Context: an optimization exercise on an open-source flow, tuned for small area, a short achievable clock period and few clock cycles per item. The choices shown serve that exercise and are no tape-out recipe. Function was checked by simulation only, so behaviour that the tests miss may differ from the original.

--- flow/design.v ---
`timescale 1ns/1ns
module row_buffer (
    input  logic          clk,
    input  logic          arst_n,
    input  logic          row_wr,
    input  logic [287:0]  row_data,
    output logic          busy,
    output logic          win_valid,
    output logic [4:0]    win_col,
    output logic [80:0]   window
);
    localparam int K = 3;
    localparam int ROW_LEN = 32;
    localparam int N_COLS = ROW_LEN - K + 1;
    logic [3*288-1:0] rows;
    logic [3*288-1:0] src_rows;
    logic [1:0]     row_cnt;
    logic           active;
    logic           accept;
    logic           start;
    logic           last;
    logic           load;
    logic [4:0]     load_col;
    logic [80:0]    win_next;
    assign accept = row_wr && !active;
    assign start = accept && (row_cnt >= 2'(K - 1));
    assign last = (win_col == 5'(N_COLS - 1));
    assign load = start || (active && !last);
    assign load_col = start ? '0 : 5'(win_col + 1'b1);
    always_comb begin
        if (accept) begin
            src_rows = {row_data, rows[3*288-1:288]};
        end else begin
            src_rows = rows;
        end
    end
    always_comb begin
        win_next = '0;
        for (int c = 0; c < N_COLS; c++) begin
            if (load_col == 5'(c)) begin
                for (int r = 0; r < K; r++) begin
                    for (int t = 0; t < K; t++) begin
                        win_next[9*(3*r+t) +: 9] = src_rows[288*r + 9*(c+t) +: 9];
                    end
                end
            end
        end
    end
    always_ff @(posedge clk) begin
        if (accept) begin
            rows <= src_rows;
        end
        if (load) begin
            window <= win_next;
        end
    end
    always_ff @(posedge clk or negedge arst_n) begin
        if (!arst_n) begin
            row_cnt <= '0;
            active <= 1'b0;
            win_col <= '0;
        end else begin
            if (accept && (row_cnt < 2'(K))) begin
                row_cnt <= row_cnt + 2'd1;
            end
            if (start) begin
                active <= 1'b1;
            end else if (active && last) begin
                active <= 1'b0;
            end
            if (load) begin
                win_col <= load_col;
            end
        end
    end
    assign busy = active;
    assign win_valid = active;
endmodule
`timescale 1ns/1ns
module kernel_mac #(
    parameter logic [1:0] FILTER_ID = 2'd0
) (
    input  logic         clk,
    input  logic         arst_n,
    input  logic         weight_wr,
    input  logic [1:0]   weight_filter,
    input  logic [1:0]   weight_row,
    input  logic [26:0]  weight_taps,
    input  logic         win_valid,
    input  logic [4:0]   win_col,
    input  logic [80:0]  window,
    output logic         result_valid,
    output logic [4:0]   result_col,
    output logic [21:0]  result
);
    localparam int K = 3;
    logic [80:0]       weights;
    logic [9*18-1:0]   prods;
    logic              s1_valid;
    logic [4:0]        s1_col;
    logic signed [21:0] sum;
    logic              wr_hit;
    assign wr_hit = weight_wr && (weight_filter == FILTER_ID)
                    && (weight_row < 2'd3);
    always_ff @(posedge clk or negedge arst_n) begin
        if (!arst_n) begin
            weights <= '0;
        end else if (wr_hit) begin
            for (int r = 0; r < K; r++) begin
                if (weight_row == 2'(r)) begin
                    weights[27*r +: 27] <= weight_taps;
                end
            end
        end
    end
    always_ff @(posedge clk) begin
        s1_col <= win_col;
        for (int i = 0; i < K*K; i++) begin
            prods[18*i +: 18] <= $signed(window[9*i +: 9]) * $signed(weights[9*i +: 9]);
        end
    end
    always_comb begin
        sum = '0;
        for (int i = 0; i < K*K; i++) begin
            sum = sum + 22'($signed(prods[18*i +: 18]));
        end
    end
    always_ff @(posedge clk) begin
        result_col <= s1_col;
        result <= sum;
    end
    always_ff @(posedge clk or negedge arst_n) begin
        if (!arst_n) begin
            s1_valid <= 1'b0;
            result_valid <= 1'b0;
        end else begin
            s1_valid <= win_valid;
            result_valid <= s1_valid;
        end
    end
endmodule
`timescale 1ns/1ns
module conv_pe_top (
    input  logic          clk,
    input  logic          arst_n,
    input  logic          row_wr,
    input  logic [287:0]  row_data,
    input  logic          weight_wr,
    input  logic [1:0]    weight_filter,
    input  logic [1:0]    weight_row,
    input  logic [26:0]   weight_taps,
    output logic          busy,
    output logic          out_valid,
    output logic [4:0]    out_col,
    output logic [65:0]   out_data
);
    logic         win_valid;
    logic [4:0]   win_col;
    logic [80:0]  window;
    row_buffer u_rows (
        .clk       (clk),
        .arst_n    (arst_n),
        .row_wr    (row_wr),
        .row_data  (row_data),
        .busy      (busy),
        .win_valid (win_valid),
        .win_col   (win_col),
        .window    (window)
    );
    kernel_mac #(.FILTER_ID(2'd0)) u_mac0 (
        .clk           (clk),
        .arst_n        (arst_n),
        .weight_wr     (weight_wr),
        .weight_filter (weight_filter),
        .weight_row    (weight_row),
        .weight_taps   (weight_taps),
        .win_valid     (win_valid),
        .win_col       (win_col),
        .window        (window),
        .result_valid  (out_valid),
        .result_col    (out_col),
        .result        (out_data[21:0])
    );
    kernel_mac #(.FILTER_ID(2'd1)) u_mac1 (
        .clk           (clk),
        .arst_n        (arst_n),
        .weight_wr     (weight_wr),
        .weight_filter (weight_filter),
        .weight_row    (weight_row),
        .weight_taps   (weight_taps),
        .win_valid     (win_valid),
        .win_col       (win_col),
        .window        (window),
        .result_valid  (),
        .result_col    (),
        .result        (out_data[43:22])
    );
    kernel_mac #(.FILTER_ID(2'd2)) u_mac2 (
        .clk           (clk),
        .arst_n        (arst_n),
        .weight_wr     (weight_wr),
        .weight_filter (weight_filter),
        .weight_row    (weight_row),
        .weight_taps   (weight_taps),
        .win_valid     (win_valid),
        .win_col       (win_col),
        .window        (window),
        .result_valid  (),
        .result_col    (),
        .result        (out_data[65:44])
    );
endmodule
--- flow/run.sh ---
#!/bin/bash
# synth_recipe.tcl (not shown) runs the flow's synth.tcl, then flattens the netlist and writes it again
# the make line also repeats each setting of config.mk as NAME=value (left out here)
make -C /OpenROAD-flow-scripts/flow DESIGN_CONFIG=/design/flow/config.mk WORK_HOME=/design/flow/orfs CLKGATE_MAP_FILE= SYNTH_SCRIPT=/design/flow/synth_recipe.tcl finish
--- flow/config.mk ---
export PLATFORM = sky130hd
export DESIGN_NAME = conv_pe_top
export DESIGN_NICKNAME = conv_pe_top
export VERILOG_FILES = /design/flow/design.v
export SDC_FILE = /design/flow/constraint.sdc
export NUM_CORES = 4
export LEC_CHECK = 0
export CAP_MARGIN = 20
export CORE_MARGIN = 2
export CORE_UTILIZATION = 45
export PLACE_DENSITY = 0.6
export SLEW_MARGIN = 20
--- flow/constraint.sdc ---
create_clock -name core_clock -period 8.0 [get_ports {clk}]
set_input_delay 1.6000 -clock core_clock [delete_from_list [all_inputs] [get_ports {clk}]]
set_output_delay 1.6000 -clock core_clock [all_outputs]
set_load 0.01 [all_outputs]
==> run notes <==
final timing paths:
path                                             endpoint                     start  cells after the start  slack, ps
max in group asynchronous  u_mac0.weights[75]$_DFFE_PN0P_                    arst_n                      2       5980
min reg2reg                  u_mac0.result_col[1]$_DFF_P_  u_mac0.s1_col[1]$_DFF_P_                      0        330
max reg2reg                     u_mac2.result[21]$_DFF_P_   u_mac2.prods[1]$_DFF_P_                     27       1200
max                             u_mac2.result[21]$_DFF_P_   u_mac2.prods[1]$_DFF_P_                     27       1200
min                          u_mac0.result_col[1]$_DFF_P_  u_mac0.s1_col[1]$_DFF_P_                      0        330
min in group asynchronous  u_mac2.weights[43]$_DFFE_PN0P_                    arst_n                      1        570
registers in the layout (all words and copies together) (netlist names):
name,flops
u_rows.rows,864
u_mac0.weights,81
u_mac0.result_col,5
u_mac1.prods,162
u_rows.active,1
u_mac2.prods,162
u_mac0.s1_col,5
u_rows.win_col,5
u_mac2.result,22
u_rows.row_cnt,2
u_mac1.result,22
u_rows.window,81
u_mac0.result,22
u_mac2.weights,81
u_mac0.result_valid,1
u_mac1.weights,81
u_mac0.s1_valid,1
u_mac0.prods,162
logic make-up (layout without fill, tap and decap cells):
| logic type | after synthesis | in the layout |
|---|---|---|
| XOR/XNOR | 640 | 640 |
| AO/OA/AOI/OAI | 2247 | 2247 |
| multiplexers | 576 | 576 |
| flip-flops | 1760 | 1760 |
| adder cells (fa/ha/maj) | 3394 | 3394 |
| other | 0 | 83 |
| buffers and inverters | 3534 | 3857 |
| AND/OR/NAND/NOR | 5112 | 5112 |
worst max-delay path, cell delays in order, from the launching register on:
cell      delay [ps]
dfxtp_1          320
fa_1             470
ha_1             220
inv_1             90
fa_1             220
nor2b_1           60
o21a_1           170
o21ai_0          340
a21oi_1          160
o31ai_1          510
nand2b_1         100
a21oi_1          190
xor2_1           240
fa_1             470
fa_1             490
inv_1             50
fa_1             470
inv_1             50
fa_1             470
inv_1             40
ha_1             210
a2111o_1         380
a21oi_1          200
nor3_1           110
nor3_1           270
o41ai_1          130
a21oi_1          180
xnor2_1          130
per-layer routing:
layer  global-route usage (%)  up-vias
met1                     38.0    64700
met3                     5.85     1473
met2                     51.4     6071
met5                        0        -
li1                         -    56800
met4                     25.0       22
layout by cell type (no fill, tap or decap), types with 88 or more instances in the layout:
cell type           n
mux2_2            265
dfxtp_1           562
nor2_1            312
ha_1             1153
nand2_1          2915
a221oi_1          146
a22oi_1           272
buf_4             317
nand3_1           172
xnor2_1           522
clkbuf_16         218
o22ai_1           241
fa_1             2241
edfxtp_1          945
xor2_1            113
a21oi_1           394
nor3_1            149
o221ai_1           95
a21o_1             88
nand2b_1          228
inv_1            2727
clkdlybuf4s50_1   377
and2_1            953
mux2i_1           310
dfrtp_1           253
o21ai_0           273
a222oi_1           94
final cells by class:
| type | count | area [sq um] |
|---|---|---|
| diodes | 83 | 208 |
| inverters | 2728 | 10200 |
| clock inverters | 128 | 1300 |
| well taps | 4994 | 6250 |
| multi-input cells | 12000 | 111000 |
| flip-flops and latches | 1760 | 46000 |
| clock buffers | 266 | 5820 |
| repair buffers | 735 | 6710 |
| fillers | 35000 | 189000 |
metrics by stage:
step                hold slack (ps)  std cells  cell area, sq um
finish                          325      22700            187000
floorplan                       310      17300            170000
detailed placement              314      22200            180000
global route                    335      22600            187000
global placement                312      22200            180000
CTS                             328      22600            187000
==> flow_summary_export.csv <==
group,metric,value,unit
run_status,outcome,"no timing/DRC/antenna violations",
detailed_routing,ant_nets,0,
setup_path,cp.arrival,7670,ps
clock_tree,numCtsBuffers,212,
detailed_routing,top_layer,"met5",
synth,netlist_area,0.170,sq mm
placed_design,place_ws,1280,ps
clock_tree,cts_tree,"done",
global_route,grt_pass1_wl,895,mm
synth,yosysTopAreaCell,"fa_1",
timing,fin_ws,1200,ps
synth,synth-compound-area-share,9.29,%
placed_design,globalplace.congestion,1.02,
finish,syn_to_final_growth,10.1,%
timing,fin_tns_setup,0,ps
synth,syn_inst,17300,
floorplan,start_util,45.2,%
synth,synth_fp_nets,21000,
detailed_routing,dr_wl_met3,48.8,mm
synth,ys_warn_count,4,
finish,drive_gt1_share,6.44,%
clock_tree,path_clk_slew,60,ps
floorplan,row_count,225,
clock_tree,cts_setup_buffers,0,
clock_tree,hold_buffers,0,
floorplan,coreArea,0.376,sq mm
timing,grt_setup_unrepaired,"no",
synth,ys_seq_area_share,27.0,%
global_route,grt_max_degree,146,
timing,max_freq,0.147,GHz
synth,yosysMostFrequentCell,"nand2_1",
floorplan,ios,396,
clock_tree,htree_levels,4,
synth,synth_fa_ha_area_share,34.8,%
global_route,gr-total-overflow,0,
timing,worst_clock_skew,105,ps
synth,postSynth.asyncResetShare,14.4,%
timing,setup-violations-final,0,
detailed_routing,wirelength,610,mm
clock_tree,clockBufferDepth,4,
global_route,track_usage,32.0,%
detailed_routing,viasPerCell,5.69,
clock_tree,clkLatencyLatePin,990,ps
setup_path,critPathLaunchType,"register",
setup_path,required,8880,ps
detailed_routing,drc,0,
setup_path,cp-end-kind,"register",
synth,synthMuxAreaShare,3.59,%
synth,ys_ff_latch,1760,
clock_tree,cts-root-buf,"clkbuf_16",
synth,synth_flop_cell,"edfxtp_1",
floorplan,die-height,619,um
synth,yosys-top-cells-area,"fa_1, edfxtp_1, ha_1, dfxtp_1, nand2_1",
synth,synth_top_area_share,26.4,%
synth,synth_top_family_by_area,"adder cells",
run,cap_violations,0,
detailed_routing,met1Wirelength,222,mm
detailed_routing,drt_iter0_drc,13700,
synth,synth.top_cells.by_count,"nand2_1, inv_1, fa_1",
finish,fin_nets,21100,
timing,worst_pin_slew,1290,ps
timing,hold_viol,0,
placed_design,dpl.hpwl,482,mm
timing,post-route-period-util,84.9,%
synth,synthXorXnorAreaFrac,3.32,%
finish,utilization,49.8,%
synth,yosys.area_share.simple,13.9,%
timing,period_minus_slack,6800,ps
timing,slew_viol_final,0,
setup_path,crit_fanout,4,
clock_tree,cts.sinks,1760,
global_route,grt_pass1_vias,131000,
clock_tree,ctsResizeCount,0,
detailed_routing,wl_per_cell,26.9,um
synth,syn-mean-instance-area,9.86,sq um
timing,max_slew_margin,13.7,%
global_route,antenna_found_initial,70,
setup_path,critPathKind,"register to register",
detailed_routing,wl_met2,283,mm
worst_hold_path,hold_path_class,"register to register",
placed_design,portBuffers,395,
synth,synth_cell_type_count,100,
floorplan,die_area,0.383,sq mm
floorplan,die_w,619,um
detailed_routing,first_pass_iters,11,
detailed_routing,vias,129000,
synth,synth_edf_count,945,
Testbench counts, summed over its fixed seeds: cycles 9,448, results 9,120.

==> separate check: timing with driven ports <==
In the flow no input, the clock included, has a driving cell. The finished layout below was timed again as built, in two steps.
Step 1 (the two cells are an assumption about what drives the block):
set clk [get_ports {clk}]
set_driving_cell -lib_cell sky130_fd_sc_hd__clkbuf_16 $clk
set_driving_cell -lib_cell sky130_fd_sc_hd__buf_2 [delete_from_list [all_inputs] $clk]
Step 2 times the ports against the registers' clock, not the clock port: input delays grow and output delays shrink by t, the midpoint of the rising clock arrivals with the driver on.
Slacks: no drivers / after step 1 / after step 2; pairs: no drivers / after step 1.
t, ns: 1.050
slack for setup (ns): 1.204 / 1.204 / 1.204
hold slack, ns: 0.325 / 0.325 / 0.325
latest minus earliest clock arrival (ns): 0.109 / 0.109
slew at the worst register clock pin (ns): 0.07 / 0.07
After both steps setup and hold are still met in this run. The setup slack of this run moves by 0.000 ns with the drivers and by 0.000 ns with both steps.
